From an optimization exercise on the open Yosys and OpenROAD flow, aimed at a short achievable clock period and few clock cycles; shortcuts taken in it are not production practice.
In this exercise RTL edits were held to simulation tests only and were not proved equivalent to the original.
Power is estimated from default activity; no workload was simulated.

==> flow/design.v <==
`timescale 1ns/1ps
`default_nettype none
package sodor_pkg;
    localparam int XLEN     = 32;
    localparam int NUM_REGS = 32;
    typedef logic [XLEN-1:0] word_t;
    typedef logic [31:0]     inst_t;
    typedef logic [4:0]      reg_addr_t;
    localparam logic [6:0] OP_ALU_I  = 7'b0010011;
    localparam logic [6:0] OP_ALU_R  = 7'b0110011;
    localparam logic [6:0] OP_BRANCH = 7'b1100011;
    localparam word_t RESET_PC = '0;
    typedef struct packed {
        logic add;
        logic sll;
        logic slt;
        logic sltu;
        logic xor_;
        logic sr;
        logic or_;
        logic and_;
    } alu_sel_t;
endpackage
`default_nettype wire
`timescale 1ns/1ps
`default_nettype none
module regfile (
    input  logic                 clk,
    input  sodor_pkg::reg_addr_t rs1_addr_i,
    input  sodor_pkg::reg_addr_t rs2_addr_i,
    output sodor_pkg::word_t     rs1_data_o,
    output sodor_pkg::word_t     rs2_data_o,
    input  logic                 we_i,
    input  sodor_pkg::reg_addr_t wr_addr_i,
    input  sodor_pkg::word_t     wr_data_i
);
    sodor_pkg::word_t regs [1:sodor_pkg::NUM_REGS-1];
    always_ff @(posedge clk) begin
        if (we_i && (wr_addr_i != '0)) begin
            regs[wr_addr_i] <= wr_data_i;
        end
    end
    assign rs1_data_o = (rs1_addr_i == '0) ? '0 : regs[rs1_addr_i];
    assign rs2_data_o = (rs2_addr_i == '0) ? '0 : regs[rs2_addr_i];
endmodule
`default_nettype wire
`timescale 1ns/1ps
`default_nettype none
module front_end (
    input  logic                 clk,
    input  logic                 reset,
    input  sodor_pkg::inst_t     imem_data_i,
    output sodor_pkg::word_t     pc_o,
    input  logic                 mispredict_i,
    input  sodor_pkg::word_t     redirect_pc_i,
    input  logic                 x_taken_i,
    input  sodor_pkg::word_t     alu_sum_i,
    input  sodor_pkg::word_t     alu_diff_i,
    input  sodor_pkg::word_t     alu_other_i,
    input  sodor_pkg::word_t     alu_sll_i,
    input  sodor_pkg::word_t     alu_sr_i,
    input  logic                 alu_lt_i,
    input  logic                 alu_ltu_i,
    input  logic                 w_wr_i,
    input  sodor_pkg::reg_addr_t w_rd_i,
    input  sodor_pkg::word_t     w_data_i,
    output logic                 x_valid_o,
    output logic                 x_valid_raw_o,    
    output logic                 x_squash_o,
    output sodor_pkg::word_t     x_pc_o,
    output sodor_pkg::word_t     x_pc4_o,
    output logic [12:0]          x_br_off_o,
    output logic                 x_pred_o,
    output logic                 x_is_branch_o,
    output logic                 x_wr_o,
    output sodor_pkg::reg_addr_t x_rd_o,
    output logic                 x_k_eq_o,
    output logic                 x_k_lt_o,
    output logic                 x_k_ltu_o,
    output logic                 x_inv_o,
    output logic                 x_flip_o,
    output logic                 x_pred_never_o,
    output logic                 x_sub_o,
    output logic                 x_sra_o,
    output sodor_pkg::alu_sel_t  x_sel_o,
    output sodor_pkg::word_t     x_op_a_o,
    output sodor_pkg::word_t     x_op_b_o,
    output logic [4:0]           x_shamt_o,
    output sodor_pkg::word_t     x_cmp_a_o,
    output sodor_pkg::word_t     x_cmp_b_o,
    output sodor_pkg::word_t     x_add_a_o,
    output sodor_pkg::word_t     x_add_b_o
);
    sodor_pkg::word_t     pc_q;
    sodor_pkg::word_t     pc_pred_q;
    sodor_pkg::word_t     pc_redir_q;
    logic                 redir_q;
    sodor_pkg::inst_t     inst;
    logic [6:0]           opcode;
    logic [2:0]           funct3;
    sodor_pkg::reg_addr_t rs1_addr;
    sodor_pkg::reg_addr_t rs2_addr;
    sodor_pkg::reg_addr_t rd_addr;
    logic                 is_alu_i;
    logic                 is_alu_r;
    logic                 is_alu;
    logic                 is_branch;
    logic                 bwd_branch;
    logic                 pred_taken;
    logic                 loop_exit;
    sodor_pkg::word_t     pred_target;
    sodor_pkg::word_t     pred_target_a;
    sodor_pkg::word_t     pred_target_b;
    logic                 f_wr;
    logic                 x_valid;
    logic                 x_wr;
    sodor_pkg::word_t     imm;
    sodor_pkg::word_t     pc_plus4;
    sodor_pkg::word_t     next_pc;
    sodor_pkg::word_t     rf_rs1;
    sodor_pkg::word_t     rf_rs2;
    sodor_pkg::word_t     early_rs1;
    sodor_pkg::word_t     early_rs2;
    sodor_pkg::word_t     op_a;
    sodor_pkg::word_t     op_b;
    logic                 x_hit1;
    logic                 byp_add;
    logic                 byp_sub;
    logic                 byp_oth;
    sodor_pkg::word_t     rest_a;
    sodor_pkg::word_t     rest_b;
    logic                 x_hit2;
    sodor_pkg::alu_sel_t  sel;
    logic                 x_valid_q;
    sodor_pkg::word_t     x_pc_q;
    sodor_pkg::word_t     x_pc4_q;
    logic [12:0]          x_br_off_q;
    logic                 x_pred_q;
    logic                 x_bwd_q;
    logic                 x_is_branch_q;
    logic                 x_wr_q;
    sodor_pkg::reg_addr_t x_rd_q;
    logic                 x_k_eq_q;
    logic                 x_k_lt_q;
    logic                 x_k_ltu_q;
    logic                 x_inv_q;
    logic                 x_flip_q;
    logic                 x_pred_never_q;
    logic                 x_sub_q;
    logic                 x_sra_q;
    sodor_pkg::alu_sel_t  x_sel_q;
    sodor_pkg::word_t     x_op_a_q;
    sodor_pkg::word_t     x_op_b_q;
    function automatic logic [29:0] inc30(input logic [29:0] a);
        logic [29:0] r;
        for (int i = 0; i < 30; i++) begin
            r[i] = a[i] ^ ((i == 0) ? 1'b1 : &(a | ~((30'd1 << i) - 30'd1)));
        end
        inc30 = r;
    endfunction
    assign inst      = imem_data_i;
    assign opcode    = inst[6:0];
    assign funct3    = inst[14:12];
    assign rs1_addr  = inst[19:15];
    assign rs2_addr  = inst[24:20];
    assign rd_addr   = inst[11:7];
    assign is_alu_i  = (opcode == sodor_pkg::OP_ALU_I);
    assign is_alu_r  = (opcode == sodor_pkg::OP_ALU_R);
    assign is_alu    = is_alu_i || is_alu_r;
    assign is_branch = (opcode == sodor_pkg::OP_BRANCH);
    assign f_wr      = is_alu && (rd_addr != '0);
    assign imm       = {{20{inst[31]}}, inst[31:20]};
    assign bwd_branch = is_branch && inst[31] && (funct3[2:1] != 2'b01);
    loop_predictor u_loop_predictor (
        .clk        (clk),
        .reset      (reset),
        .f_pc_a_i   (pc_pred_q),
        .f_pc_b_i   (pc_redir_q),
        .f_sel_b_i  (redir_q),
        .exit_o     (loop_exit),
        .x_update_i (x_valid && x_bwd_q),
        .x_pc_i     (x_pc_q),
        .x_taken_i  (x_taken_i)
    );
    assign pred_taken = bwd_branch && !loop_exit;
    fetch_target_adder u_fetch_target_a (
        .pc_i     (pc_pred_q),
        .off_i    ({inst[31], inst[7], inst[30:25], inst[11:8], 1'b0}),
        .target_o (pred_target_a)
    );
    fetch_target_adder u_fetch_target_b (
        .pc_i     (pc_redir_q),
        .off_i    ({inst[31], inst[7], inst[30:25], inst[11:8], 1'b0}),
        .target_o (pred_target_b)
    );
    assign pred_target = redir_q ? pred_target_b : pred_target_a;
    assign pc_plus4 = redir_q ? {inc30(pc_redir_q[31:2]), pc_redir_q[1:0]}
                              : {inc30(pc_pred_q[31:2]), pc_pred_q[1:0]};
    assign next_pc  = pred_taken ? pred_target : pc_plus4;
    assign x_valid  = x_valid_q && !redir_q;
    assign x_wr     = x_wr_q && !redir_q;
    always_ff @(posedge clk) begin
        pc_pred_q <= next_pc;
        redir_q   <= reset || mispredict_i;
        if (reset) begin
            pc_redir_q <= sodor_pkg::RESET_PC;
        end else begin
            pc_redir_q <= redirect_pc_i;
        end
    end
    assign pc_q = redir_q ? pc_redir_q : pc_pred_q;
    regfile u_regfile (
        .clk        (clk),
        .rs1_addr_i (rs1_addr),
        .rs2_addr_i (rs2_addr),
        .rs1_data_o (rf_rs1),
        .rs2_data_o (rf_rs2),
        .we_i       (w_wr_i),
        .wr_addr_i  (w_rd_i),
        .wr_data_i  (w_data_i)
    );
    assign early_rs1 = (w_wr_i && (w_rd_i == rs1_addr)) ? w_data_i : rf_rs1;
    assign early_rs2 = (w_wr_i && (w_rd_i == rs2_addr)) ? w_data_i : rf_rs2;
    assign x_hit1    = x_wr && (x_rd_q == rs1_addr);
    assign x_hit2    = x_wr && (x_rd_q == rs2_addr);
    assign byp_add   = x_sel_q.add && !x_sub_q;
    assign byp_sub   = x_sel_q.add && x_sub_q;
    assign byp_oth   = x_sel_q.xor_ || x_sel_q.or_ || x_sel_q.and_;
    assign rest_a    = ({32{x_hit1 && byp_oth}} & alu_other_i)
                     | ({32{!x_hit1}}           & early_rs1);
    assign rest_b    = ({32{is_alu_i}}                         & imm)
                     | ({32{!is_alu_i && x_hit2 && byp_oth}}   & alu_other_i)
                     | ({32{!is_alu_i && !x_hit2}}             & early_rs2);
    bypass_mux u_bypass_a (
        .sel_sum_i  (x_hit1 && byp_add),
        .sel_diff_i (x_hit1 && byp_sub),
        .sel_lt_i   (x_hit1 && x_sel_q.slt),
        .sel_sll_i  (x_hit1 && x_sel_q.sll),
        .sel_sr_i   (x_hit1 && x_sel_q.sr),
        .sll_i      (alu_sll_i),
        .sr_i       (alu_sr_i),
        .sel_ltu_i  (x_hit1 && x_sel_q.sltu),
        .lt_i       (alu_lt_i),
        .ltu_i      (alu_ltu_i),
        .sum_i      (alu_sum_i),
        .diff_i     (alu_diff_i),
        .rest_i     (rest_a),
        .y_o        (op_a)
    );
    bypass_mux u_bypass_b (
        .sel_sum_i  (!is_alu_i && x_hit2 && byp_add),
        .sel_diff_i (!is_alu_i && x_hit2 && byp_sub),
        .sel_lt_i   (!is_alu_i && x_hit2 && x_sel_q.slt),
        .sel_sll_i  (!is_alu_i && x_hit2 && x_sel_q.sll),
        .sel_sr_i   (!is_alu_i && x_hit2 && x_sel_q.sr),
        .sll_i      (alu_sll_i),
        .sr_i       (alu_sr_i),
        .sel_ltu_i  (!is_alu_i && x_hit2 && x_sel_q.sltu),
        .lt_i       (alu_lt_i),
        .ltu_i      (alu_ltu_i),
        .sum_i      (alu_sum_i),
        .diff_i     (alu_diff_i),
        .rest_i     (rest_b),
        .y_o        (op_b)
    );
    always_comb begin
        sel      = '0;
        sel.add  = (funct3 == 3'b000);
        sel.sll  = (funct3 == 3'b001);
        sel.slt  = (funct3 == 3'b010);
        sel.sltu = (funct3 == 3'b011);
        sel.xor_ = (funct3 == 3'b100);
        sel.sr   = (funct3 == 3'b101);
        sel.or_  = (funct3 == 3'b110);
        sel.and_ = (funct3 == 3'b111);
    end
    always_ff @(posedge clk) begin
        x_valid_q     <= !reset;
        x_wr_q        <= f_wr && !reset;
        x_pc_q        <= pc_q;
        x_pc4_q       <= pc_plus4;
        x_br_off_q    <= {inst[31], inst[7], inst[30:25], inst[11:8], 1'b0};
        x_pred_q      <= pred_taken;
        x_bwd_q       <= bwd_branch;
        x_is_branch_q <= is_branch;
        x_rd_q        <= rd_addr;
        x_k_eq_q      <= is_branch && (funct3[2:1] == 2'b00);
        x_k_lt_q      <= is_branch && (funct3[2:1] == 2'b10);
        x_k_ltu_q     <= is_branch && (funct3[2:1] == 2'b11);
        x_inv_q       <= funct3[0];
        x_flip_q      <= funct3[0] ^ pred_taken;
        x_pred_never_q <= pred_taken && !(is_branch && (funct3[2:1] != 2'b01));
        x_sub_q       <= is_alu_r && inst[30];
        x_sra_q       <= inst[30];
        x_sel_q       <= sel;
        x_op_a_q      <= op_a;
        x_op_b_q      <= op_b;
    end
    pc_port u_pc_port0 (
        .clk          (clk),
        .reset        (reset),
        .mispredict_i (mispredict_i),
        .pc_redir_i   (pc_redir_q[7:0]),
        .pc_pred_i    (pc_pred_q[7:0]),
        .pc_o         (pc_o[7:0])
    );
    pc_port u_pc_port1 (
        .clk          (clk),
        .reset        (reset),
        .mispredict_i (mispredict_i),
        .pc_redir_i   (pc_redir_q[15:8]),
        .pc_pred_i    (pc_pred_q[15:8]),
        .pc_o         (pc_o[15:8])
    );
    pc_port u_pc_port2 (
        .clk          (clk),
        .reset        (reset),
        .mispredict_i (mispredict_i),
        .pc_redir_i   (pc_redir_q[23:16]),
        .pc_pred_i    (pc_pred_q[23:16]),
        .pc_o         (pc_o[23:16])
    );
    pc_port u_pc_port3 (
        .clk          (clk),
        .reset        (reset),
        .mispredict_i (mispredict_i),
        .pc_redir_i   (pc_redir_q[31:24]),
        .pc_pred_i    (pc_pred_q[31:24]),
        .pc_o         (pc_o[31:24])
    );
    operand_copy u_cmp_copy (
        .clk (clk),
        .a_i (op_a),
        .b_i (op_b),
        .a_o (x_cmp_a_o),
        .b_o (x_cmp_b_o)
    );
    operand_copy u_add_copy (
        .clk (clk),
        .a_i (op_a),
        .b_i (op_b),
        .a_o (x_add_a_o),
        .b_o (x_add_b_o)
    );
    shamt_reg u_shamt_reg (
        .clk     (clk),
        .d_i     (op_b[4:0]),
        .q_o     (x_shamt_o)
    );
    assign x_valid_o     = x_valid;
    assign x_valid_raw_o = x_valid_q;
    assign x_squash_o    = redir_q;
    assign x_pc_o        = x_pc_q;
    assign x_pc4_o       = x_pc4_q;
    assign x_br_off_o    = x_br_off_q;
    assign x_pred_o      = x_pred_q;
    assign x_is_branch_o = x_is_branch_q;
    assign x_wr_o        = x_wr;
    assign x_rd_o        = x_rd_q;
    assign x_k_eq_o      = x_k_eq_q;
    assign x_k_lt_o      = x_k_lt_q;
    assign x_k_ltu_o     = x_k_ltu_q;
    assign x_inv_o       = x_inv_q;
    assign x_flip_o      = x_flip_q;
    assign x_pred_never_o = x_pred_never_q;
    assign x_sub_o       = x_sub_q;
    assign x_sra_o       = x_sra_q;
    assign x_sel_o       = x_sel_q;
    assign x_op_a_o      = x_op_a_q;
    assign x_op_b_o      = x_op_b_q;
endmodule
`default_nettype wire
`default_nettype none
module loop_predictor #(
    parameter int ENTRIES = 8,
    parameter int CNT_W   = 6,
    parameter int TAG_W   = 12
) (
    input  logic             clk,
    input  logic             reset,
    input  sodor_pkg::word_t f_pc_a_i,
    input  sodor_pkg::word_t f_pc_b_i,
    input  logic             f_sel_b_i,
    output logic             exit_o,
    input  logic             x_update_i,
    input  sodor_pkg::word_t x_pc_i,
    input  logic             x_taken_i
);
    logic             valid_q  [ENTRIES];
    logic             conf_q   [ENTRIES];
    logic [TAG_W:1]   tag_q    [ENTRIES];
    logic [CNT_W-1:0] cnt_q    [ENTRIES];
    logic [CNT_W-1:0] trip_q   [ENTRIES];
    logic             exit_q   [ENTRIES];
    logic [2:0]       victim_q;
    logic             u_update_q;
    logic             u_taken_q;
    logic [TAG_W:1]   u_pc_q;
    logic [ENTRIES-1:0] f_exit;
    logic [ENTRIES-1:0] u_hit;
    logic             exit_a;
    logic             exit_b;
    always_comb begin
        exit_a = 1'b0;
        exit_b = 1'b0;
        for (int i = 0; i < ENTRIES; i++) begin
            f_exit[i] = exit_q[i];
            exit_a    = exit_a | (f_exit[i] & (tag_q[i] == f_pc_a_i[TAG_W:1]));
            exit_b    = exit_b | (f_exit[i] & (tag_q[i] == f_pc_b_i[TAG_W:1]));
        end
    end
    assign exit_o = f_sel_b_i ? exit_b : exit_a;
    always_ff @(posedge clk) begin
        u_update_q <= x_update_i && !reset;
        u_taken_q  <= x_taken_i;
        u_pc_q     <= x_pc_i[TAG_W:1];
    end
    always_comb begin
        for (int i = 0; i < ENTRIES; i++) begin
            u_hit[i] = valid_q[i] && (tag_q[i] == u_pc_q);
        end
    end
    always_ff @(posedge clk) begin
        if (reset) begin
            for (int i = 0; i < ENTRIES; i++) begin
                valid_q[i] <= 1'b0;
                exit_q[i]  <= 1'b0;
            end
            victim_q <= '0;
        end else if (u_update_q) begin
            if (|u_hit) begin
                for (int i = 0; i < ENTRIES; i++) begin
                    if (u_hit[i]) begin
                        if (u_taken_q) begin
                            if (cnt_q[i] == '1) begin
                                conf_q[i] <= 1'b0;
                                exit_q[i] <= 1'b0;
                            end else begin
                                cnt_q[i]  <= cnt_q[i] + 1'b1;
                                exit_q[i] <= conf_q[i] && (cnt_q[i] + 1'b1 == trip_q[i]);
                            end
                        end else begin
                            trip_q[i] <= cnt_q[i];
                            conf_q[i] <= (cnt_q[i] != '1);
                            cnt_q[i]  <= '0;
                            exit_q[i] <= (cnt_q[i] == '0);
                        end
                    end
                end
            end else if (u_taken_q) begin
                valid_q[victim_q] <= 1'b1;
                conf_q[victim_q]  <= 1'b0;
                exit_q[victim_q]  <= 1'b0;
                tag_q[victim_q]   <= u_pc_q;
                cnt_q[victim_q]   <= 1;
                victim_q          <= victim_q + 1'b1;
            end
        end
    end
endmodule
`default_nettype wire
`default_nettype none
module fetch_target_adder (
    input  sodor_pkg::word_t pc_i,
    input  logic [12:0]      off_i,
    output sodor_pkg::word_t target_o
);
    logic [12:0] p0;
    logic [12:0] g;
    logic [12:0] p;
    logic [13:0] lo;
    logic [18:0] hi;
    logic [18:0] hi_dec;
    always_comb begin
        p0 = pc_i[12:0] ^ off_i;
        g  = pc_i[12:0] & off_i;
        p  = p0;
        for (int d = 1; d < 13; d = d * 2) begin
            for (int i = 12; i >= d; i--) begin
                g[i] = g[i] | (p[i] & g[i-d]);
                p[i] = p[i] & p[i-d];
            end
        end
        lo[0] = p0[0];
        for (int i = 1; i < 13; i++) begin
            lo[i] = p0[i] ^ g[i-1];
        end
        lo[13] = g[12];
    end
    pc_hi_dec u_dec (
        .hi_i  (pc_i[31:13]),
        .dec_o (hi_dec)
    );
    assign hi = lo[13] ? pc_i[31:13] : hi_dec;
    assign target_o = {hi, lo[12:0]};
endmodule
`default_nettype wire
`default_nettype none
module bypass_mux (
    input  logic             sel_sum_i,
    input  logic             sel_diff_i,
    input  logic             sel_lt_i,
    input  logic             sel_ltu_i,
    input  logic             sel_sll_i,
    input  logic             sel_sr_i,
    input  sodor_pkg::word_t sll_i,
    input  sodor_pkg::word_t sr_i,
    input  logic             lt_i,
    input  logic             ltu_i,
    input  sodor_pkg::word_t sum_i,
    input  sodor_pkg::word_t diff_i,
    input  sodor_pkg::word_t rest_i,
    output sodor_pkg::word_t y_o
);
    assign y_o = ({32{sel_sum_i}} & sum_i) | ({32{sel_diff_i}} & diff_i)
               | ({32{sel_sll_i}} & sll_i) | ({32{sel_sr_i}} & sr_i) | rest_i
               | {31'd0, (sel_lt_i & lt_i) | (sel_ltu_i & ltu_i)};
endmodule
`default_nettype wire
`default_nettype none
module pc_hi_dec (
    input  logic [18:0] hi_i,
    output logic [18:0] dec_o
);
    assign dec_o = hi_i - 19'd1;
endmodule
`default_nettype wire
`default_nettype none
module shamt_reg (
    input  logic       clk,
    input  logic [4:0] d_i,
    output logic [4:0] q_o
);
    logic [4:0] q;
    always_ff @(posedge clk) begin
        q <= d_i;
    end
    assign q_o = q;
endmodule
`default_nettype wire
`default_nettype none
module pc_port (
    input  logic             clk,
    input  logic             reset,
    input  logic             mispredict_i,
    input  logic [7:0]       pc_redir_i,
    input  logic [7:0]       pc_pred_i,
    output logic [7:0]       pc_o
);
    logic sel_q;
    always_ff @(posedge clk) begin
        sel_q <= reset || mispredict_i;
    end
    assign pc_o = sel_q ? pc_redir_i : pc_pred_i;
endmodule
`default_nettype wire
`default_nettype none
module operand_copy (
    input  logic             clk,
    input  sodor_pkg::word_t a_i,
    input  sodor_pkg::word_t b_i,
    output sodor_pkg::word_t a_o,
    output sodor_pkg::word_t b_o
);
    sodor_pkg::word_t a_q;
    sodor_pkg::word_t b_q;
    always_ff @(posedge clk) begin
        a_q <= a_i;
        b_q <= b_i;
    end
    assign a_o = a_q;
    assign b_o = b_q;
endmodule
`default_nettype wire
`timescale 1ns/1ps
`default_nettype none
module alu_unit (
    input  sodor_pkg::word_t    op_a_i,
    input  sodor_pkg::word_t    op_b_i,
    input  sodor_pkg::word_t    add_a_i,   
    input  sodor_pkg::word_t    add_b_i,   
    input  logic [4:0]          shamt_i,   
    input  logic                sra_i,
    input  sodor_pkg::alu_sel_t sel_i,
    output sodor_pkg::word_t    sum_o,
    output sodor_pkg::word_t    diff_o,
    output sodor_pkg::word_t    sll_o,
    output sodor_pkg::word_t    sr_o,
    output sodor_pkg::word_t    other_o     
);
    sodor_pkg::word_t other;
    sodor_pkg::word_t sum;
    sodor_pkg::word_t diff;
    sodor_pkg::word_t sll_res;
    sodor_pkg::word_t sr_res;
    alu_adder u_add (
        .a_i (add_a_i),
        .b_i (add_b_i),
        .y_o (sum)
    );
    alu_subtractor u_sub (
        .a_i (add_a_i),
        .b_i (add_b_i),
        .y_o (diff)
    );
    alu_shifter u_shift (
        .a_i     (op_a_i),
        .shamt_i (shamt_i),
        .sra_i   (sra_i),
        .sll_o   (sll_res),
        .sr_o    (sr_res)
    );
    assign other    = ({32{sel_i.xor_}} & (op_a_i ^ op_b_i))
                    | ({32{sel_i.or_}}  & (op_a_i | op_b_i))
                    | ({32{sel_i.and_}} & (op_a_i & op_b_i));
    assign sum_o    = sum;
    assign diff_o   = diff;
    assign other_o  = other;
    assign sll_o    = sll_res;
    assign sr_o     = sr_res;
endmodule
`default_nettype wire
`default_nettype none
module alu_adder (
    input  sodor_pkg::word_t a_i,
    input  sodor_pkg::word_t b_i,
    output sodor_pkg::word_t y_o
);
    assign y_o = a_i + b_i;
endmodule
`default_nettype wire
`default_nettype none
module alu_subtractor (
    input  sodor_pkg::word_t a_i,
    input  sodor_pkg::word_t b_i,
    output sodor_pkg::word_t y_o
);
    assign y_o = a_i - b_i;
endmodule
`default_nettype wire
`default_nettype none
module alu_shifter (
    input  sodor_pkg::word_t a_i,
    input  logic [4:0]       shamt_i,
    input  logic             sra_i,
    output sodor_pkg::word_t sll_o,
    output sodor_pkg::word_t sr_o
);
    assign sll_o = a_i << shamt_i;
    assign sr_o  = sodor_pkg::word_t'($signed({sra_i & a_i[31], a_i}) >>> shamt_i);
endmodule
`default_nettype wire
`timescale 1ns/1ps
`default_nettype none
module branch_unit (
    input  logic             valid_i,
    input  logic             squash_i,
    input  logic             pred_i,
    input  logic             k_eq_i,
    input  logic             k_lt_i,
    input  logic             k_ltu_i,
    input  logic             inv_i,
    input  logic             flip_i,
    input  logic             pred_never_i,
    input  logic             eq_i,
    input  logic             lt_i,
    input  logic             ltu_i,
    input  sodor_pkg::word_t pc_i,
    input  sodor_pkg::word_t pc4_i,
    input  logic [12:0]      br_off_i,
    output logic             taken_o,
    output sodor_pkg::word_t target_o,
    output logic             mispredict_o,
    output sodor_pkg::word_t redirect_pc_o
);
    pc_adder u_pc_adder (
        .pc_i     (pc_i),
        .off_i    (br_off_i),
        .target_o (target_o)
    );
    assign taken_o = valid_i && !squash_i && ((k_eq_i  && (eq_i  ^ inv_i)) ||
                                 (k_lt_i  && (lt_i  ^ inv_i)) ||
                                 (k_ltu_i && (ltu_i ^ inv_i)));
    assign mispredict_o = valid_i && !squash_i && ((k_eq_i  && (eq_i  ^ flip_i)) ||
                                      (k_lt_i  && (lt_i  ^ flip_i)) ||
                                      (k_ltu_i && (ltu_i ^ flip_i)) ||
                                      pred_never_i);
    assign redirect_pc_o = pred_i ? pc4_i : target_o;
endmodule
`default_nettype wire
`default_nettype none
module pc_adder (
    input  sodor_pkg::word_t pc_i,
    input  logic [12:0]      off_i,
    output sodor_pkg::word_t target_o
);
    assign target_o = pc_i + {{19{off_i[12]}}, off_i};
endmodule
`default_nettype wire
`default_nettype none
module compare_unit (
    input  sodor_pkg::word_t a_i,
    input  sodor_pkg::word_t b_i,
    output logic             eq_o,
    output logic             lt_o,
    output logic             ltu_o
);
    assign eq_o  = (a_i == b_i);
    assign ltu_o = (a_i < b_i);
    assign lt_o  = ($signed(a_i) < $signed(b_i));
endmodule
`default_nettype wire
`timescale 1ns/1ps
`default_nettype none
module writeback_stage (
    input  logic                 clk,
    input  logic                 reset,
    input  logic                 x_valid_i,
    input  sodor_pkg::word_t     x_pc_i,
    input  logic                 x_is_branch_i,
    input  logic                 x_taken_i,
    input  logic                 x_wr_i,
    input  sodor_pkg::reg_addr_t x_rd_i,
    input  sodor_pkg::alu_sel_t  x_sel_i,
    input  logic                 x_sub_i,
    input  sodor_pkg::word_t     x_sum_i,
    input  sodor_pkg::word_t     x_diff_i,
    input  sodor_pkg::word_t     x_sll_i,
    input  sodor_pkg::word_t     x_sr_i,
    input  sodor_pkg::word_t     x_other_i,
    input  logic                 x_lt_i,
    input  logic                 x_ltu_i,
    output logic                 w_wr_o,
    output sodor_pkg::reg_addr_t w_rd_o,
    output sodor_pkg::word_t     w_data_o,
    output logic                 r_valid_o,
    output sodor_pkg::word_t     r_pc_o,
    output logic                 r_is_branch_o,
    output logic                 r_taken_o,
    output logic                 r_writes_rd_o,
    output sodor_pkg::reg_addr_t r_rd_o,
    output sodor_pkg::word_t     r_data_o
);
    logic                 valid_q;
    sodor_pkg::word_t     pc_q;
    logic                 is_branch_q;
    logic                 taken_q;
    logic                 wr_q;
    sodor_pkg::reg_addr_t rd_q;
    sodor_pkg::alu_sel_t  sel_q;
    logic                 sub_q;
    sodor_pkg::word_t     sum_q;
    sodor_pkg::word_t     diff_q;
    sodor_pkg::word_t     sll_q;
    sodor_pkg::word_t     sr_q;
    sodor_pkg::word_t     other_q;
    logic                 lt_q;
    logic                 ltu_q;
    sodor_pkg::word_t     data;
    always_ff @(posedge clk) begin
        valid_q     <= x_valid_i && !reset;
        wr_q        <= x_wr_i && !reset;
        pc_q        <= x_pc_i;
        is_branch_q <= x_is_branch_i;
        taken_q     <= x_taken_i;
        rd_q        <= x_rd_i;
        sel_q       <= x_sel_i;
        sub_q       <= x_sub_i;
        sum_q       <= x_sum_i;
        diff_q      <= x_diff_i;
        sll_q       <= x_sll_i;
        sr_q        <= x_sr_i;
        other_q     <= x_other_i;
        lt_q        <= x_lt_i;
        ltu_q       <= x_ltu_i;
    end
    assign data = ({32{sel_q.add & !sub_q}} & sum_q)
                | ({32{sel_q.add &  sub_q}} & diff_q)
                | ({32{sel_q.slt}}  & {31'd0, lt_q})
                | ({32{sel_q.sltu}} & {31'd0, ltu_q})
                | ({32{sel_q.sll}}  & sll_q)
                | ({32{sel_q.sr}}   & sr_q)
                | other_q;
    retire_regs u_retire_regs (
        .clk           (clk),
        .reset         (reset),
        .x_valid_i     (valid_q),
        .x_pc_i        (pc_q),
        .x_is_branch_i (is_branch_q),
        .x_taken_i     (taken_q),
        .x_wr_i        (wr_q),
        .x_rd_i        (rd_q),
        .x_data_i      (data),
        .r_valid_o     (r_valid_o),
        .r_pc_o        (r_pc_o),
        .r_is_branch_o (r_is_branch_o),
        .r_taken_o     (r_taken_o),
        .r_writes_rd_o (r_writes_rd_o),
        .r_rd_o        (r_rd_o),
        .r_data_o      (r_data_o)
    );
    assign w_wr_o   = wr_q;
    assign w_rd_o   = rd_q;
    assign w_data_o = data;
endmodule
`default_nettype wire
`default_nettype none
module retire_regs (
    input  logic                 clk,
    input  logic                 reset,
    input  logic                 x_valid_i,
    input  sodor_pkg::word_t     x_pc_i,
    input  logic                 x_is_branch_i,
    input  logic                 x_taken_i,
    input  logic                 x_wr_i,
    input  sodor_pkg::reg_addr_t x_rd_i,
    input  sodor_pkg::word_t     x_data_i,
    output logic                 r_valid_o,
    output sodor_pkg::word_t     r_pc_o,
    output logic                 r_is_branch_o,
    output logic                 r_taken_o,
    output logic                 r_writes_rd_o,
    output sodor_pkg::reg_addr_t r_rd_o,
    output sodor_pkg::word_t     r_data_o
);
    logic                 valid_q;
    sodor_pkg::word_t     pc_q;
    logic                 is_branch_q;
    logic                 taken_q;
    logic                 writes_rd_q;
    sodor_pkg::reg_addr_t rd_q;
    sodor_pkg::word_t     data_q;
    always_ff @(posedge clk) begin
        valid_q     <= x_valid_i && !reset;
        pc_q        <= x_pc_i;
        is_branch_q <= x_is_branch_i;
        taken_q     <= x_taken_i;
        writes_rd_q <= x_wr_i;
        rd_q        <= x_rd_i;
        data_q      <= x_data_i;
    end
    assign r_valid_o     = valid_q;
    assign r_pc_o        = pc_q;
    assign r_is_branch_o = is_branch_q;
    assign r_taken_o     = taken_q;
    assign r_writes_rd_o = writes_rd_q;
    assign r_rd_o        = rd_q;
    assign r_data_o      = data_q;
endmodule
`default_nettype wire
`timescale 1ns/1ps
`default_nettype none
module sodor_core (
    input  logic               clk,
    input  logic               reset,
    input  logic [31:0]        imem_data_i,
    output logic [31:0]        pc_o,
    output logic               retire_valid_o,
    output logic [31:0]        retire_pc_o,
    output logic               retire_is_branch_o,
    output logic               retire_taken_o,
    output logic               retire_writes_rd_o,
    output logic [4:0]         retire_rd_o,
    output logic [31:0]        retire_data_o
);
    logic                 x_valid;
    logic                 x_valid_raw;
    logic                 x_squash;
    sodor_pkg::word_t     x_pc;
    sodor_pkg::word_t     x_pc4;
    logic [12:0]          x_br_off;
    logic                 x_pred;
    logic                 x_is_branch;
    logic                 x_wr;
    sodor_pkg::reg_addr_t x_rd;
    logic                 x_k_eq;
    logic                 x_k_lt;
    logic                 x_k_ltu;
    logic                 x_inv;
    logic                 x_flip;
    logic                 x_pred_never;
    logic                 x_sub;
    logic                 x_sra;
    sodor_pkg::alu_sel_t  x_sel;
    sodor_pkg::word_t     x_op_a;
    sodor_pkg::word_t     x_op_b;
    sodor_pkg::word_t     alu_sum;
    sodor_pkg::word_t     alu_diff;
    sodor_pkg::word_t     alu_other;
    sodor_pkg::word_t     alu_sll;
    sodor_pkg::word_t     alu_sr;
    logic [4:0]           x_shamt;
    sodor_pkg::word_t     x_cmp_a;
    sodor_pkg::word_t     x_cmp_b;
    sodor_pkg::word_t     x_add_a;
    sodor_pkg::word_t     x_add_b;
    logic                 eq;
    logic                 lt;
    logic                 ltu;
    logic                 taken;
    sodor_pkg::word_t     target;
    logic                 mispredict;
    sodor_pkg::word_t     redirect_pc;
    logic                 w_wr;
    sodor_pkg::reg_addr_t w_rd;
    sodor_pkg::word_t     w_data;
    front_end u_front_end (
        .clk           (clk),
        .reset         (reset),
        .imem_data_i   (imem_data_i),
        .pc_o          (pc_o),
        .mispredict_i  (mispredict),
        .redirect_pc_i (redirect_pc),
        .x_taken_i     (taken),
        .alu_sum_i     (alu_sum),
        .alu_diff_i    (alu_diff),
        .alu_other_i   (alu_other),
        .alu_sll_i     (alu_sll),
        .alu_sr_i      (alu_sr),
        .alu_lt_i      (lt),
        .alu_ltu_i     (ltu),
        .w_wr_i        (w_wr),
        .w_rd_i        (w_rd),
        .w_data_i      (w_data),
        .x_valid_o     (x_valid),
        .x_valid_raw_o (x_valid_raw),
        .x_squash_o    (x_squash),
        .x_pc_o        (x_pc),
        .x_pc4_o       (x_pc4),
        .x_br_off_o    (x_br_off),
        .x_pred_o      (x_pred),
        .x_is_branch_o (x_is_branch),
        .x_wr_o        (x_wr),
        .x_rd_o        (x_rd),
        .x_k_eq_o      (x_k_eq),
        .x_k_lt_o      (x_k_lt),
        .x_k_ltu_o     (x_k_ltu),
        .x_inv_o       (x_inv),
        .x_flip_o      (x_flip),
        .x_pred_never_o (x_pred_never),
        .x_sub_o       (x_sub),
        .x_sra_o       (x_sra),
        .x_sel_o       (x_sel),
        .x_op_a_o      (x_op_a),
        .x_op_b_o      (x_op_b),
        .x_shamt_o     (x_shamt),
        .x_cmp_a_o     (x_cmp_a),
        .x_cmp_b_o     (x_cmp_b),
        .x_add_a_o     (x_add_a),
        .x_add_b_o     (x_add_b)
    );
    alu_unit u_alu_unit (
        .op_a_i   (x_op_a),
        .op_b_i   (x_op_b),
        .add_a_i  (x_add_a),
        .add_b_i  (x_add_b),
        .shamt_i  (x_shamt),
        .sra_i    (x_sra),
        .sel_i    (x_sel),
        .sum_o    (alu_sum),
        .diff_o   (alu_diff),
        .sll_o    (alu_sll),
        .sr_o     (alu_sr),
        .other_o  (alu_other)
    );
    compare_unit u_compare_unit (
        .a_i   (x_cmp_a),
        .b_i   (x_cmp_b),
        .eq_o  (eq),
        .lt_o  (lt),
        .ltu_o (ltu)
    );
    branch_unit u_branch_unit (
        .valid_i       (x_valid_raw),
        .squash_i      (x_squash),
        .pred_i        (x_pred),
        .k_eq_i        (x_k_eq),
        .k_lt_i        (x_k_lt),
        .k_ltu_i       (x_k_ltu),
        .inv_i         (x_inv),
        .flip_i        (x_flip),
        .pred_never_i  (x_pred_never),
        .eq_i          (eq),
        .lt_i          (lt),
        .ltu_i         (ltu),
        .pc_i          (x_pc),
        .pc4_i         (x_pc4),
        .br_off_i      (x_br_off),
        .taken_o       (taken),
        .target_o      (target),
        .mispredict_o  (mispredict),
        .redirect_pc_o (redirect_pc)
    );
    writeback_stage u_writeback_stage (
        .clk           (clk),
        .reset         (reset),
        .x_valid_i     (x_valid),
        .x_pc_i        (x_pc),
        .x_is_branch_i (x_is_branch),
        .x_taken_i     (taken),
        .x_wr_i        (x_wr),
        .x_rd_i        (x_rd),
        .x_sel_i       (x_sel),
        .x_sub_i       (x_sub),
        .x_sum_i       (alu_sum),
        .x_diff_i      (alu_diff),
        .x_sll_i       (alu_sll),
        .x_sr_i        (alu_sr),
        .x_other_i     (alu_other),
        .x_lt_i        (lt),
        .x_ltu_i       (ltu),
        .w_wr_o        (w_wr),
        .w_rd_o        (w_rd),
        .w_data_o      (w_data),
        .r_valid_o     (retire_valid_o),
        .r_pc_o        (retire_pc_o),
        .r_is_branch_o (retire_is_branch_o),
        .r_taken_o     (retire_taken_o),
        .r_writes_rd_o (retire_writes_rd_o),
        .r_rd_o        (retire_rd_o),
        .r_data_o      (retire_data_o)
    );
endmodule
`default_nettype wire
==> flow/run.sh <==
#!/bin/bash
# synth_recipe.tcl (not shown) runs the flow's synth.tcl, then flattens the netlist and writes it again
# the make line also repeats each setting of config.mk as NAME=value (left out here)
make -C /OpenROAD-flow-scripts/flow DESIGN_CONFIG=/design/flow/config.mk WORK_HOME=/design/flow/orfs CLKGATE_MAP_FILE= SYNTH_SCRIPT=/design/flow/synth_recipe.tcl finish
==> flow/config.mk <==
export PLATFORM = sky130hd
export DESIGN_NAME = sodor_core
export DESIGN_NICKNAME = sodor_core
export VERILOG_FILES = /design/flow/design.v
export SDC_FILE = /design/flow/constraint.sdc
export NUM_CORES = 4
export LEC_CHECK = 0
export ABC_CLOCK_PERIOD_IN_PS = 2500
export CAP_MARGIN = 20
export CORE_MARGIN = 2
export CORE_UTILIZATION = 50
export GPL_TIMING_DRIVEN = 1
export SETUP_SLACK_MARGIN = 3.5
export SLEW_MARGIN = 20
export SYNTH_HIERARCHICAL = 1
==> flow/constraint.sdc <==
create_clock -name core_clock -period 6.0 [get_ports {clk}]
set_input_delay 1.2000 -clock core_clock [delete_from_list [all_inputs] [get_ports {clk}]]
set_output_delay 1.2000 -clock core_clock [all_outputs]
set_load 0.01 [all_outputs]
==> reports/qor.yml, run 1 <==
synthesis:
  syn-cell-area_mm2: 0.0954
  synth_cells: 7541
  synth_top_area_share: 0.357
  synthTopCellsByArea: "edfxtp_1, dfxtp_1, mux4_2, mux2i_1, ha_1"
  yosysTopAreaCell: "edfxtp_1"
  avgSynthCellArea_um2: 12.7
  synth_edf_count: 1136
  ys_types: 128
  synth-async-reset-ratio: 0
  synth_seq_area_share: 0.511
  synthFlopType: "edfxtp_1"
  synth_warnings: 16
  synth_seq_cells: 1867
power_and_ir_drop:
  p_seq_frac: 0.382
  comb_power_share: 0.331
  p_leak_nw: 45.8
  clockPowerShare: 0.287
  p_sw_mw: 14.1
  peakVddDrop_mv: 0.259
  internal_power_mw: 29.4
  p_per_area_mw_per_mm2: 356
  swShare: 0.325
status:
  status: "complete, no violations"
global_route:
  antenna_found_initial: 17
  grt_max_degree: 83
  grt-ovfl-total: 0
  grt_pass1_vias: 70700
  grtUsageTotal: 0.366
  grt_pass1_wl_um: 512000
cts:
  cts_htree_levels: 4
  cts_made_buffers: 197
  path_clk_slew_ns: 0.06
  cts_tree: "yes"
  clock_tree.root_cell: "clkbuf_16"
  hold_buffers: 0
  clock_latency_ns: 0.87
  clk_path_buf_depth: 3
  clock-sinks: 1867
critical_path:
  cp_common_cell: "a222oi_1"
  critical_path.top_delay_family: "compound AO/OA/AOI/OAI gates"
  crit_slowest_cell: "a222oi_1"
  crit_fanout: 7
  cp-start-kind: "flop"
  critPathBufInv: 3
  end_kind: "flop"
  crit_chain: "buf_12 > mux4_2 > mux2_4 > a222oi_1 > inv_1 > buf_6 > a222oi_1 > nand2_1"
  cp_data_arrival_time_ns: 3.89
  startpoint: "u_front_end.u_shamt_reg.q[0]"
  crit_type: "flop to flop"
  r2r_setup_slack_ns: 2.83
  max_stage_delay_ns: 0.80
  required_ns: 6.71
  r2r-start: "u_front_end.u_shamt_reg.q[0]"
die:
  io_pins: 139
  die_h_um: 441
  core_mm2: 0.190
  dieWidth_um: 441
  initial_core_util: 0.502
  dieArea_mm2: 0.194
  core.rowCount: 160
place:
  gp_congestion: 0.997
  dpl.hpwl_um: 217000
  portBuffers: 138
timing:
  worst_pin_slew_ns: 1.11
  holdWs_ns: 0.321
  rsz0062_at_grt: "true"
  hold_viol: 0
  final_max_slew_viol_count: 0
  setup-tns-final_ns: 0
  slew_headroom: 0.258
  fin_skew_ns: 0.0456
  setup_viol_count_final: 0
  timing.fmax_ghz: 0.315
  fin_crit_sh: 0.529
  finalCriticalPeriod_ns: 3.17
layout:
  drive_above_1_share: 0.364
  fin_nets: 8665
  fillers: 13900
  areaGrowthSynthToFinish_pct: 28.0
  final_common_cell: "edfxtp_1"
  final_cell_mix: "edfxtp_1, dfxtp_1, buf_4"
worst_hold_path:
  min_from: "u_writeback_stage.pc_q[18]"
  min_path_type: "flop to flop"
routing:
  wirelength_um: 367000
  routed_via_density: 6.68
  routedWlPerCell_um: 33.2
  drt_first_iter_violations: 9300
  drc_errors: 0
  num_vias: 73900
  ant_nets: 0
  drtPass1Iterations: 8
run:
  maxCapViolCount: 0
==> state kept, by name, summed over array words and instances, names as in the netlist, 12 cells and up <==
| name | cells |
|---|---|
| u_front_end.u_cmp_copy.b_q | 32 |
| u_writeback_stage.sr_q | 32 |
| u_front_end.u_loop_predictor.cnt_q | 48 |
| u_front_end.u_loop_predictor.tag_q | 96 |
| u_writeback_stage.pc_q | 32 |
| u_front_end.u_add_copy.a_q | 32 |
| u_writeback_stage.u_retire_regs.data_q | 32 |
| u_front_end.pc_redir_q | 32 |
| u_front_end.u_add_copy.b_q | 32 |
| u_front_end.x_pc_q | 32 |
| u_writeback_stage.other_q | 32 |
| u_front_end.u_loop_predictor.trip_q | 48 |
| u_writeback_stage.sum_q | 32 |
| u_front_end.x_op_b_q | 32 |
| u_writeback_stage.sll_q | 32 |
| u_front_end.u_regfile.regs | 992 |
| u_writeback_stage.diff_q | 32 |
| u_front_end.pc_pred_q | 32 |
| u_front_end.x_pc4_q | 30 |
| u_front_end.u_cmp_copy.a_q | 32 |
| u_front_end.x_op_a_q | 32 |
| u_front_end.u_loop_predictor.u_pc_q | 12 |
| u_writeback_stage.u_retire_regs.pc_q | 32 |
==> cell type report <==
class                      count  area, um^2  area share
clock buffer                 285        5770      0.0472
timing repair buffer        1113       13400       0.110
tap                         2511        3140      0.0257
multi-input combinational   4965       48900       0.400
antenna                        4        10.0   0.0000819
clock inverter                79         813     0.00666
inverter                     237         945     0.00773
sequential                  1867       49200       0.402
timing repair inverter         1        7.51   0.0000614
==> modules after synthesis, one instance, submodules excluded, excerpt <==
module              cells inside  cell area, um^2
pc_port                       11              158
loop_predictor              1191            12900
writeback_stage              322             5300
fetch_target_adder           110              913
retire_regs                   74             1480
front_end                   1028             9720
branch_unit                   50              642
operand_copy                  64             1280
==> per-layer routing <==
layer,share of wire,routed length [um],GRT usage,up-vias
li1,-,-,-,30700
met1,0.37,135000,0.463,37300
met2,0.46,169000,0.578,4728
met3,0.096,35000,0.0691,1233
met4,0.076,27800,0.233,12
met5,0.00020,74,0,-
==> Yosys cell counts, types with 75 or more instances <==
library cell / instances
mux2_4: 82
a21oi_1: 392
nand2_1: 400
nand3_1: 158
nor3_1: 78
a211oi_1: 87
ha_1: 244
o21ai_0: 140
nand4_1: 132
edfxtp_1: 1136
nor2b_1: 106
a22oi_1: 146
and3_1: 75
clkbuf_1: 217
mux2i_1: 466
mux2_2: 116
inv_1: 235
xnor2_1: 326
nor2_1: 356
mux4_2: 390
buf_2: 106
dfxtp_1: 731
o21ai_1: 88
xor2_1: 237
==> cell families (layout without fill, tap and decap cells) <==
group                      count (synthesis)  in the layout  synth area share
other                                      1              8         0.0000393
xor gates and xnor gates                 563            563            0.0517
adders and majority gates                249            249            0.0330
buffers and inverters                    725           1715            0.0385
muxes                                   1068           1068             0.171
DFF                                     1867           1867             0.511
and+or+nand+nor                         1623           1636            0.0885
AOI/OAI and AO/OA                       1445           1445             0.106
==> timing repair <==
action | 4_1_cts | 5_1_grt
gates resized for setup | 1688 | 546
endpoints found under the setup margin | 1682 | 529
setup buffers | 490 | 183
pin swaps | 335 | 290
gates cloned | 78 | 12
==> power by group through the flow <==
stage / clock, mW / combinational (mW) / sequential [mW]
after floorplan: 0 / 7.13 / 16.3
after global placement: 0 / 9.91 / 17.1
after CTS: 12.6 / 13.0 / 16.5
after detailed placement: 0 / 9.98 / 17.1
after global routing: 13.1 / 15.1 / 16.7
final: 12.5 / 14.4 / 16.6
==> final timing paths <==
check,to,cells past startpoint
min,u_writeback_stage.u_retire_regs.pc_q[18],0
max reg2reg,u_front_end.u_cmp_copy.b_q[14],8
max,u_front_end.u_cmp_copy.b_q[14],8
min reg2reg,u_writeback_stage.u_retire_regs.pc_q[18],0
==> through the flow <==
step	power (mW)	instance area, um^2	setup slack, ns	util	std cells
2_1_floorplan	23.4	96700	2.40	-	7544
3_3_place_gp	27.0	100000	1.35	0.527	9929
3_5_place_dp	27.1	100000	1.29	0.527	9931
4_1_cts	42.1	118000	2.81	0.620	10900
5_1_grt	44.8	122000	2.84	0.643	11100
6_report	43.5	122000	2.83	0.643	11100
Testbench counts, summed over its fixed seeds: cycles 33,114.
==> run 2, diff against run 1 <==
--- a/flow/config.mk
+++ b/flow/config.mk
@@ -8,7 +8,7 @@
 export ABC_CLOCK_PERIOD_IN_PS = 2500
 export CAP_MARGIN = 20
 export CORE_MARGIN = 2
-export CORE_UTILIZATION = 50
+export CORE_UTILIZATION = 60
 export GPL_TIMING_DRIVEN = 1
 export SETUP_SLACK_MARGIN = 3.5
 export SLEW_MARGIN = 20
==> run 2 against run 1 <==
Against the previous run:
- register-to-register slack improved by 0.09 ns
- fmax decreased by 1.9%
- final area decreased by 1.5%
- area after synthesis unchanged
- core utilization increased by 12 points
- critical path type is now primary input to flop
- largest cell class unchanged
==> reports/qor.yml, run 2 <==
synthesis:
  synth_warnings: 16  # unchanged
  synth_top_area_share: 0.357  # unchanged
  synth_top_family_by_area: "multiplexers"
  synthFlopType: "edfxtp_1"
  synth_cells: 7541  # unchanged
  synth_edf_count: 1136  # unchanged
  synth_fa_ha_area_frac: 0.0330  # unchanged
  avgSynthCellArea_um2: 12.7  # unchanged
  yosys.area_share.simple: 0.0885  # unchanged
  synth_most_common_cell: "edfxtp_1"
  ys_types: 128  # unchanged
  yosysTopAreaCell: "edfxtp_1"
  synth_xor_area_frac: 0.0517  # unchanged
  synth_seq_cells: 1867  # unchanged
  synth_seq_area_share: 0.511  # unchanged
  synth_compound_area_frac: 0.106  # unchanged
  synth-async-reset-ratio: 0  # unchanged
  synth.area.mux_share: 0.171  # unchanged
  syn-cell-area_mm2: 0.0954  # unchanged
  synthTopCellsByArea: "edfxtp_1, dfxtp_1, mux4_2, mux2i_1, ha_1"
  synthTopCellsByCount: "edfxtp_1, dfxtp_1, mux2i_1"
layout:
  fillers: 9701  # -30%
  final_cells: 10600  # -4.6%
  fin_nets: 8597  # -0.78%
  drive_above_1_share: 0.358  # -0.00572
  areaGrowthSynthToFinish_pct: 26.1
  final_cell_mix: "edfxtp_1, dfxtp_1, buf_4"
  final_util: 0.761  # +0.118
  largestRegisters: "u_front_end.u_regfile.regs (992), u_front_end.u_loop_predictor.tag_q (96)"
  largest_reg_flops: 992  # unchanged
  regMostFlops: "u_front_end.u_regfile.regs"
  regArea_mm2: 0.0491  # about the same
  final_common_cell: "edfxtp_1"
  multiInputGateArea_mm2: 0.0488  # -0.23%
critical_path:
  cp_data_arrival_time_ns: 3.94  # +0.05 ns
  crit_fanout: 35  # +28
  r2r-start: "u_front_end.pc_redir_q[7]"
  crit_type: "primary input to flop"
  crit_slowest_cell: "nand4_1"
  r2r_setup_slack_ns: 2.92  # +0.09 ns
  startpoint: "imem_data_i[21]"
  crit_chain: "buf_16 > nor2b_4 > buf_4 > a22oi_1 > nand3_1 > nand4_1 > a211oi_2 > o31ai_1 > a21oi_1 > nand2_1"
  cp-endpoint: "u_front_end.u_add_copy.b_q[9]"
  max_stage_delay_ns: 0.58  # -0.22 ns
  reg2reg_depth: 13  # +5
  end_kind: "flop"
  r2r-end: "u_front_end.pc_pred_q[29]"
  cp-start-kind: "primary input"
  required_ns: 6.71  # about the same
die:
  io_pins: 139  # unchanged
  die_h_um: 403  # -8.6%
  initial_core_util: 0.603  # +0.101
  core_mm2: 0.158  # -17%
  core.rowCount: 146  # -8.8%
  dieArea_mm2: 0.162  # -17%
  dieWidth_um: 403  # -8.6%
routing:
  routed_via_density: 7.07  # +5.8%
  drc_errors: 0  # unchanged
  ant_nets: 0  # unchanged
  num_vias: 74600  # +0.95%
  routedWlPerCell_um: 33.8  # +1.9%
  drt_first_iter_violations: 11000  # +18%
  wirelength_um: 356000  # -2.8%
  drtPass1Iterations: 8  # unchanged
worst_hold_path:
  min_path_type: "flop to flop"
cts:
  path_clk_slew_ns: 0.06  # about the same
  clk_path_buf_depth: 3  # unchanged
  hold_buffers: 0  # unchanged
  clock_latency_ns: 0.89  # +0.02 ns
  cts_tree: "yes"
  cts_made_buffers: 192  # -2.5%
  cts_htree_levels: 4  # unchanged
  clock-sinks: 1867  # unchanged
  clock_tree.root_cell: "clkbuf_16"
global_route:
  grt_pass1_vias: 71300  # +0.84%
  grt_max_degree: 74  # -11%
  antenna_found_initial: 11  # -6
  grtUsageTotal: 0.422  # +0.0564
  grt-ovfl-total: 0  # unchanged
  grt_pass1_wl_um: 497000  # -3.0%
timing:
  fin_skew_ns: 0.0594  # +0.0138 ns
  finalCriticalPeriod_ns: 3.24  # +0.0616 ns
  setup_ws_ns: 2.76  # -0.0616 ns
  holdWs_ns: 0.324  # +0.00226 ns
  fin_crit_sh: 0.539  # +0.0103
  timing.fmax_ghz: 0.309  # -1.9%
  worst_pin_slew_ns: 1.01  # -0.103 ns
  final_max_slew_viol_count: 0  # unchanged
  rsz0062_at_grt: "true"
  hold_viol: 0  # unchanged
  slew_headroom: 0.327  # +0.0696
  setup_viol_count_final: 0  # unchanged
  setup-tns-final_ns: 0  # unchanged
run:
  maxCapViolCount: 0  # unchanged
power_and_ir_drop:
  p_leak_nw: 45.2  # -1.4%
  peakVddDrop_mv: 0.341  # +32%
  p_per_area_mw_per_mm2: 357  # +0.20%
place:
  dpl.hpwl_um: 207000  # -4.7%
  dpl.cell_count: 9504  # -4.3%
  place_ws_ns: 1.28  # -0.0160 ns
  portBuffers: 138  # unchanged
  gp_congestion: 0.991  # -0.55%
status:
  status: "complete, no violations"
## run 2: worst min-delay path by stage
stage,startpoint,slack (ns),end,depth (start not counted)
after floorplan,u_front_end.x_is_branch_q,0.31,u_writeback_stage.is_branch_q,0
after global placement,u_writeback_stage.pc_q[31],0.31,u_writeback_stage.u_retire_regs.pc_q[31],0
after detailed placement,u_writeback_stage.is_branch_q,0.31,u_writeback_stage.u_retire_regs.is_branch_q,0
after CTS,u_writeback_stage.pc_q[20],0.33,u_writeback_stage.u_retire_regs.pc_q[20],0
after global routing,u_writeback_stage.pc_q[28],0.33,u_writeback_stage.u_retire_regs.pc_q[28],0
final,u_writeback_stage.pc_q[26],0.32,u_writeback_stage.u_retire_regs.pc_q[26],0
## run 2: worst max-delay path: cells and delay by family
family | cells | cell delay (ns)
buf+inv | 2 | 0.61
simple gates | 4 | 1.11
compound gates | 4 | 0.95
## run 2: logic make-up after synthesis
family / Yosys count
compound gates: 1445
xor+xnor: 563
fa+ha+maj: 249
buf+inv: 725
flops: 1867
mux: 1068
other cells: 1
simple gates: 1623
## run 2: layout make-up
cell class | instances | area share
antenna | 5 | 0.000104
clock buffer | 266 | 0.0447
clock inverter | 91 | 0.00908
inverter | 237 | 0.00775
multi-input combinational | 4961 | 0.406
sequential | 1867 | 0.408
tap | 2072 | 0.0215
timing repair buffer | 1055 | 0.103
## run 2: per-layer routing
metal,up-vias,part of all wire,wire [um],GRT usage
met2,5810,0.44,157000,0.633
met4,10,0.082,29300,0.286
li1,30500,-,-,-
met1,36900,0.35,125000,0.538
met5,-,0.00026,94,0
met3,1454,0.13,45500,0.114
## run 2: what timing repair did
| item | in CTS | in global routing |
|---|---|---|
| gates cloned | 70 | 13 |
| resized for setup | 1584 | 579 |
| pin swaps | 306 | 290 |
| setup buffers | 402 | 203 |
| setup endpoints to repair | 1616 | 607 |
## run 2: where the power goes
part / total (mW) / switching [mW] / internal [mW]
Clock: 12.3 / 5.25 / 7.07
Sequential: 16.6 / 1.29 / 15.3
Combinational: 14.0 / 7.54 / 6.45
Total: 42.9 / 14.1 / 28.9
## run 2: per-module statistics from Yosys (local to each module, per instance), a selection
module / cells inside / cell area [um^2] / times used
alu_adder: 271 / 1860 / 1
shamt_reg: 5 / 100 / 1
regfile: 2601 / 46500 / 1
alu_shifter: 456 / 3890 / 1
branch_unit: 50 / 642 / 1
bypass_mux: 109 / 699 / 2
fetch_target_adder: 110 / 913 / 2
retire_regs: 74 / 1480 / 1
pc_hi_dec: 50 / 357 / 2
pc_adder: 237 / 1710 / 1
## run 2: metrics by stage
step | instance area [um^2] | power (mW)
2_1_floorplan | 96700 | 23.4
3_3_place_gp | 99700 | 26.9
3_5_place_dp | 99700 | 27.0
4_1_cts | 116000 | 41.2
5_1_grt | 120000 | 44.2
6_report | 120000 | 42.9
==> run 3, diff against run 2 <==
--- a/flow/design.v
+++ b/flow/design.v
@@ -51,7 +51,7 @@
     input  logic                 reset,
     input  sodor_pkg::inst_t     imem_data_i,
     output sodor_pkg::word_t     pc_o,
-    input  logic                 mispredict_i,
+    input  logic                 refetch_i,
     input  sodor_pkg::word_t     redirect_pc_i,
     input  logic                 x_taken_i,
     input  sodor_pkg::word_t     alu_sum_i,
@@ -201,7 +201,7 @@
     assign x_wr     = x_wr_q && !redir_q;
     always_ff @(posedge clk) begin
         pc_pred_q <= next_pc;
-        redir_q   <= reset || mispredict_i;
+        redir_q   <= refetch_i;
         if (reset) begin
             pc_redir_q <= sodor_pkg::RESET_PC;
         end else begin
@@ -298,32 +298,28 @@
     end
     pc_port u_pc_port0 (
         .clk          (clk),
-        .reset        (reset),
-        .mispredict_i (mispredict_i),
+        .refetch_i    (refetch_i),
         .pc_redir_i   (pc_redir_q[7:0]),
         .pc_pred_i    (pc_pred_q[7:0]),
         .pc_o         (pc_o[7:0])
     );
     pc_port u_pc_port1 (
         .clk          (clk),
-        .reset        (reset),
-        .mispredict_i (mispredict_i),
+        .refetch_i    (refetch_i),
         .pc_redir_i   (pc_redir_q[15:8]),
         .pc_pred_i    (pc_pred_q[15:8]),
         .pc_o         (pc_o[15:8])
     );
     pc_port u_pc_port2 (
         .clk          (clk),
-        .reset        (reset),
-        .mispredict_i (mispredict_i),
+        .refetch_i    (refetch_i),
         .pc_redir_i   (pc_redir_q[23:16]),
         .pc_pred_i    (pc_pred_q[23:16]),
         .pc_o         (pc_o[23:16])
     );
     pc_port u_pc_port3 (
         .clk          (clk),
-        .reset        (reset),
-        .mispredict_i (mispredict_i),
+        .refetch_i    (refetch_i),
         .pc_redir_i   (pc_redir_q[31:24]),
         .pc_pred_i    (pc_pred_q[31:24]),
         .pc_o         (pc_o[31:24])
@@ -541,15 +537,14 @@
 `default_nettype none
 module pc_port (
     input  logic             clk,
-    input  logic             reset,
-    input  logic             mispredict_i,
+    input  logic             refetch_i,
     input  logic [7:0]       pc_redir_i,
     input  logic [7:0]       pc_pred_i,
     output logic [7:0]       pc_o
 );
     logic sel_q;
     always_ff @(posedge clk) begin
-        sel_q <= reset || mispredict_i;
+        sel_q <= refetch_i;
     end
     assign pc_o = sel_q ? pc_redir_i : pc_pred_i;
 endmodule
@@ -670,7 +665,8 @@
     input  logic [12:0]      br_off_i,
     output logic             taken_o,
     output sodor_pkg::word_t target_o,
-    output logic             mispredict_o,
+    input  logic             reset,
+    output logic             refetch_o,
     output sodor_pkg::word_t redirect_pc_o
 );
     pc_adder u_pc_adder (
@@ -681,10 +677,11 @@
     assign taken_o = valid_i && !squash_i && ((k_eq_i  && (eq_i  ^ inv_i)) ||
                                  (k_lt_i  && (lt_i  ^ inv_i)) ||
                                  (k_ltu_i && (ltu_i ^ inv_i)));
-    assign mispredict_o = valid_i && !squash_i && ((k_eq_i  && (eq_i  ^ flip_i)) ||
-                                      (k_lt_i  && (lt_i  ^ flip_i)) ||
-                                      (k_ltu_i && (ltu_i ^ flip_i)) ||
-                                      pred_never_i);
+    assign refetch_o = reset || (valid_i && !squash_i &&
+                                 ((k_eq_i  && (eq_i  ^ flip_i)) ||
+                                  (k_lt_i  && (lt_i  ^ flip_i)) ||
+                                  (k_ltu_i && (ltu_i ^ flip_i)) ||
+                                  pred_never_i));
     assign redirect_pc_o = pred_i ? pc4_i : target_o;
 endmodule
 `default_nettype wire
@@ -899,7 +896,7 @@
     logic                 ltu;
     logic                 taken;
     sodor_pkg::word_t     target;
-    logic                 mispredict;
+    logic                 refetch;
     sodor_pkg::word_t     redirect_pc;
     logic                 w_wr;
     sodor_pkg::reg_addr_t w_rd;
@@ -909,7 +906,7 @@
         .reset         (reset),
         .imem_data_i   (imem_data_i),
         .pc_o          (pc_o),
-        .mispredict_i  (mispredict),
+        .refetch_i     (refetch),
         .redirect_pc_i (redirect_pc),
         .x_taken_i     (taken),
         .alu_sum_i     (alu_sum),
@@ -988,7 +985,8 @@
         .br_off_i      (x_br_off),
         .taken_o       (taken),
         .target_o      (target),
-        .mispredict_o  (mispredict),
+        .reset         (reset),
+        .refetch_o     (refetch),
         .redirect_pc_o (redirect_pc)
     );
     writeback_stage u_writeback_stage (
--- a/flow/config.mk
+++ b/flow/config.mk
@@ -8,7 +8,7 @@
 export ABC_CLOCK_PERIOD_IN_PS = 2500
 export CAP_MARGIN = 20
 export CORE_MARGIN = 2
-export CORE_UTILIZATION = 60
+export CORE_UTILIZATION = 50
 export GPL_TIMING_DRIVEN = 1
 export SETUP_SLACK_MARGIN = 3.5
 export SLEW_MARGIN = 20
==> run 3 against run 2 <==
Against the previous run:
- still clean on timing, DRC and antenna
- global-route usage down 6.4 points
- final area rose by 1.3%
- synthesized cell count is 0.16% lower
- critical path depth shrank 7
- sequential cell count did not move
- highest routed layer unchanged
==> reports/qor.yml, run 3 <==
status:
  status: "complete, no violations"
critical_path:
  r2r_setup_slack_ns: 2.97  # +0.05 ns
  crit_type: "flop to output pin"
  required_ns: 4.80  # -1.91 ns
  cp_common_cell: "buf_6"
  max_stage_delay_ns: 0.46  # -0.12 ns
  cp_data_arrival_time_ns: 1.94  # -2.00 ns
  r2r-end: "u_front_end.u_add_copy.a_q[24]"
  cp-start-kind: "flop"
  cp-endpoint: "pc_o[1]"
  crit_fanout: 8  # -77%
  crit_chain: "buf_6 > mux2_4 > buf_6"
  reg2reg_depth: 7  # -6
  startpoint: "u_front_end.u_pc_port0.sel_q"
  crit_slowest_cell: "dfxtp_4"
  end_kind: "output pin"
  r2r-start: "u_front_end.u_shamt_reg.q[3]"
power_and_ir_drop:
  p_leak_nw: 45.8  # +1.3%
  p_per_area_mw_per_mm2: 357  # about the same
  peakVddDrop_mv: 0.334  # -2.2%
timing:
  fin_crit_sh: 0.523  # -0.0164
  setup-tns-final_ns: 0  # unchanged
  holdWs_ns: 0.324  # +0.000634 ns
  setup_viol_count_final: 0  # unchanged
  fin_skew_ns: 0.0470  # -0.0123 ns
  timing.fmax_ghz: 0.319  # +3.1%
  slew_headroom: 0.245  # -0.0819
  hold_viol: 0  # unchanged
  rsz0062_at_grt: "true"
  finalCriticalPeriod_ns: 3.14  # -0.0982 ns
  worst_pin_slew_ns: 1.13  # +0.123 ns
  final_max_slew_viol_count: 0  # unchanged
cts:
  cts_tree: "yes"
  cts_made_buffers: 197  # +2.6%
  clock-sinks: 1867  # unchanged
  clock_latency_ns: 0.87  # -0.02 ns
  hold_buffers: 0  # unchanged
  cts_htree_levels: 4  # unchanged
  path_clk_slew_ns: 0.07  # about the same
  clk_path_buf_depth: 3  # unchanged
  clock_tree.root_cell: "clkbuf_16"
synthesis:
  synth_top_area_share: 0.357  # about the same
  synth_seq_cells: 1867  # unchanged
  synth_edf_count: 1136  # unchanged
  synthTopCellsByArea: "edfxtp_1, dfxtp_1, mux4_2, mux2i_1, ha_1"
  synth_warnings: 16  # unchanged
  synth-async-reset-ratio: 0  # unchanged
  yosysTopAreaCell: "edfxtp_1"
  synth_cells: 7529  # -0.16%
  ys_types: 130  # +1.6%
  syn-cell-area_mm2: 0.0954  # about the same
  avgSynthCellArea_um2: 12.7  # +0.14%
  synth_most_common_cell: "edfxtp_1"
  synthTopCellsByCount: "edfxtp_1, dfxtp_1, mux2i_1"
  synth_seq_area_share: 0.511  # about the same
  synthFlopType: "edfxtp_1"
die:
  die_h_um: 441  # +9.4%
  core.rowCount: 160  # +9.6%
  io_pins: 139  # unchanged
  dieWidth_um: 441  # +9.4%
  initial_core_util: 0.502  # -0.101
  core_mm2: 0.190  # +20%
  dieArea_mm2: 0.194  # +20%
routing:
  wl_met2_um: 164000  # +4.5%
  route.top_layer_used: "met5"
  drt_first_iter_violations: 9027  # -18%
  drtPass1Iterations: 8  # unchanged
  ant_nets: 0  # unchanged
  wirelength_um: 361000  # +1.3%
  num_vias: 73100  # -2.0%
  wl_met1_um: 135000  # +8.1%
  drc_errors: 0  # unchanged
  routed_via_density: 6.60  # -6.7%
  met3_length_um: 37200  # -18%
  routedWlPerCell_um: 32.6  # -3.5%
global_route:
  antenna_found_initial: 8  # -3
  grt_max_degree: 70  # -5.4%
  grt_pass1_vias: 70000  # -1.8%
  grt-ovfl-total: 0  # unchanged
  grt_pass1_wl_um: 501000  # +0.97%
  grtUsageTotal: 0.358  # -0.0642
place:
  dpl.hpwl_um: 214000  # +3.5%
  dpl.cell_count: 9936  # +4.5%
  portBuffers: 138  # unchanged
  gp_congestion: 0.997  # +0.56%
layout:
  drive_above_1_share: 0.366  # +0.00733
  final_cells: 11100  # +5.0%
  regMostFlops: "u_front_end.u_regfile.regs"
  fin_nets: 8680  # +0.97%
  final_common_cell: "edfxtp_1"
  fillers: 14000  # +44%
  final_cell_mix: "edfxtp_1, buf_4, dfxtp_1"
  largestRegisters: "u_front_end.u_regfile.regs (992), u_front_end.u_loop_predictor.tag_q (96)"
  areaGrowthSynthToFinish_pct: 27.8
  largest_reg_flops: 992  # unchanged
run:
  maxCapViolCount: 0  # unchanged
worst_hold_path:
  min_path_type: "flop to flop"
==> run 3: per-module statistics from Yosys, one instance, submodules excluded, excerpt <==
module              cell area (um^2)  copies in the design  cells
compare_unit                     822                     1    115
pc_hi_dec                        357                     2     50
bypass_mux                       699                     2    109
fetch_target_adder               913                     2    110
writeback_stage                 5300                     1    322
branch_unit                      651                     1     51
==> run 3: worst min-delay path by stage <==
stage                          startpoint                                       end  slack, ns  cells after the start
2_1_floorplan   u_front_end.x_is_branch_q             u_writeback_stage.is_branch_q       0.31                      0
3_3_place_gp   u_writeback_stage.pc_q[31]  u_writeback_stage.u_retire_regs.pc_q[31]       0.31                      0
3_5_place_dp   u_writeback_stage.pc_q[10]  u_writeback_stage.u_retire_regs.pc_q[10]       0.31                      0
4_1_cts        u_writeback_stage.pc_q[15]  u_writeback_stage.u_retire_regs.pc_q[15]       0.33                      0
5_1_grt        u_writeback_stage.pc_q[10]  u_writeback_stage.u_retire_regs.pc_q[10]       0.33                      0
6_report        u_writeback_stage.pc_q[9]   u_writeback_stage.u_retire_regs.pc_q[9]       0.32                      0
==> run 3: layout make-up <==
| cell class | instances | area (um^2) | area share |
|---|---|---|---|
| Inverter | 237 | 942 | 0.00772 |
| Clock inverter | 107 | 1130 | 0.00924 |
| Multi-Input combinational cell | 4950 | 48700 | 0.399 |
| Timing Repair Buffer | 1144 | 13300 | 0.109 |
| Clock buffer | 262 | 5670 | 0.0465 |
| Tap cell | 2511 | 3140 | 0.0258 |
| Antenna cell | 1 | 2.50 | 0.0000205 |
| Sequential cell | 1867 | 49200 | 0.403 |
==> run 3: cells by family (layout without fill, tap and decap cells) <==
family | after synthesis | count (layout) | synth area share
buffers and inverters | 727 | 1750 | 0.0385
muxes | 1069 | 1069 | 0.172
adders and majority gates | 249 | 249 | 0.0330
DFF | 1867 | 1867 | 0.511
xor gates and xnor gates | 560 | 560 | 0.0514
other | 1 | 5 | 0.0000393
AOI/OAI and AO/OA | 1439 | 1439 | 0.106
and+or+nand+nor | 1617 | 1629 | 0.0883
==> run 3: worst max-delay path, delay by kind of cell, from the launching register on <==
kind     cells  cell delay (ns)
flops        1             0.46
mux          1             0.35
buf+inv      2             0.27
==> run 3: repair_timing <==
item                                   4_1_cts  5_1_grt
endpoints found under the hold margin        0        0
setup buffers                              472      224
pin swaps                                  351      340
cloned                                      65       12
setup endpoints to repair                 1650      599
resized for setup                         1622      578
==> run 3: per-stage QoR <==
| step | utilization | setup slack, ns | area (um^2) | power (mW) |
|---|---|---|---|---|
| 2_1_floorplan | - | 2.64 | 96700 | 23.5 |
| 5_1_grt | 0.642 | 2.84 | 122000 | 44.9 |
| 4_1_cts | 0.617 | 2.82 | 117000 | 42.0 |
| 3_5_place_dp | 0.528 | 1.36 | 100000 | 27.1 |
| 6_report | 0.642 | 2.86 | 122000 | 43.6 |
| 3_3_place_gp | 0.527 | 1.42 | 100000 | 27.0 |
==> run 3: report_power, final <==
group	internal, mW	leakage [nW]	total, mW	switching (mW)
Sequential	15.4	16.5	16.7	1.34
Combinational	6.63	25.9	14.1	7.50
Clock	7.35	3.33	12.7	5.38
Total	29.3	45.8	43.6	14.2
==> run 3: layer usage <==
metal / track usage / vias to the layer above
met4: 0.206 / 2
met2: 0.557 / 4531
met3: 0.0786 / 974
met1: 0.462 / 36900
met5: 0 / -
li1: - / 30700
Testbench counts of run 3, summed over its fixed seeds: cycles 33,114.

-- port drivers added, routing unchanged --
How much do the figures lean on ideal ports? The routed layouts below were timed once more, with nothing changed but the port constraints.
Step 1, drivers: a clkbuf_16 drives clk and a buf_2 each remaining input, both assumed.
Step 2 moves the port delays by t, midway between the first and last clock arrival at a register: inputs arrive t later, outputs are due t later. That takes back most of the time a late clock gives input paths.
Three values: ideal, step 1, step 2; two values: the first two.
run | t (ns) | setup slack, ns | worst setup path at the end | slew at the worst register clock pin (ns)
run 1 | 0.936 | 2.826 / 2.529 / 1.593 | input to register | 0.07 / 0.07
run 2 | 0.951 | 2.765 / 2.370 / 1.419 | input to register | 0.07 / 0.07
run 3 | 0.933 | 2.863 / 2.595 / 1.662 | input to register | 0.08 / 0.08
After both steps every run listed still meets setup and hold. The setup slack of run 2, which loses most, moves by -0.395 ns with the drivers and by -1.346 ns with both steps.
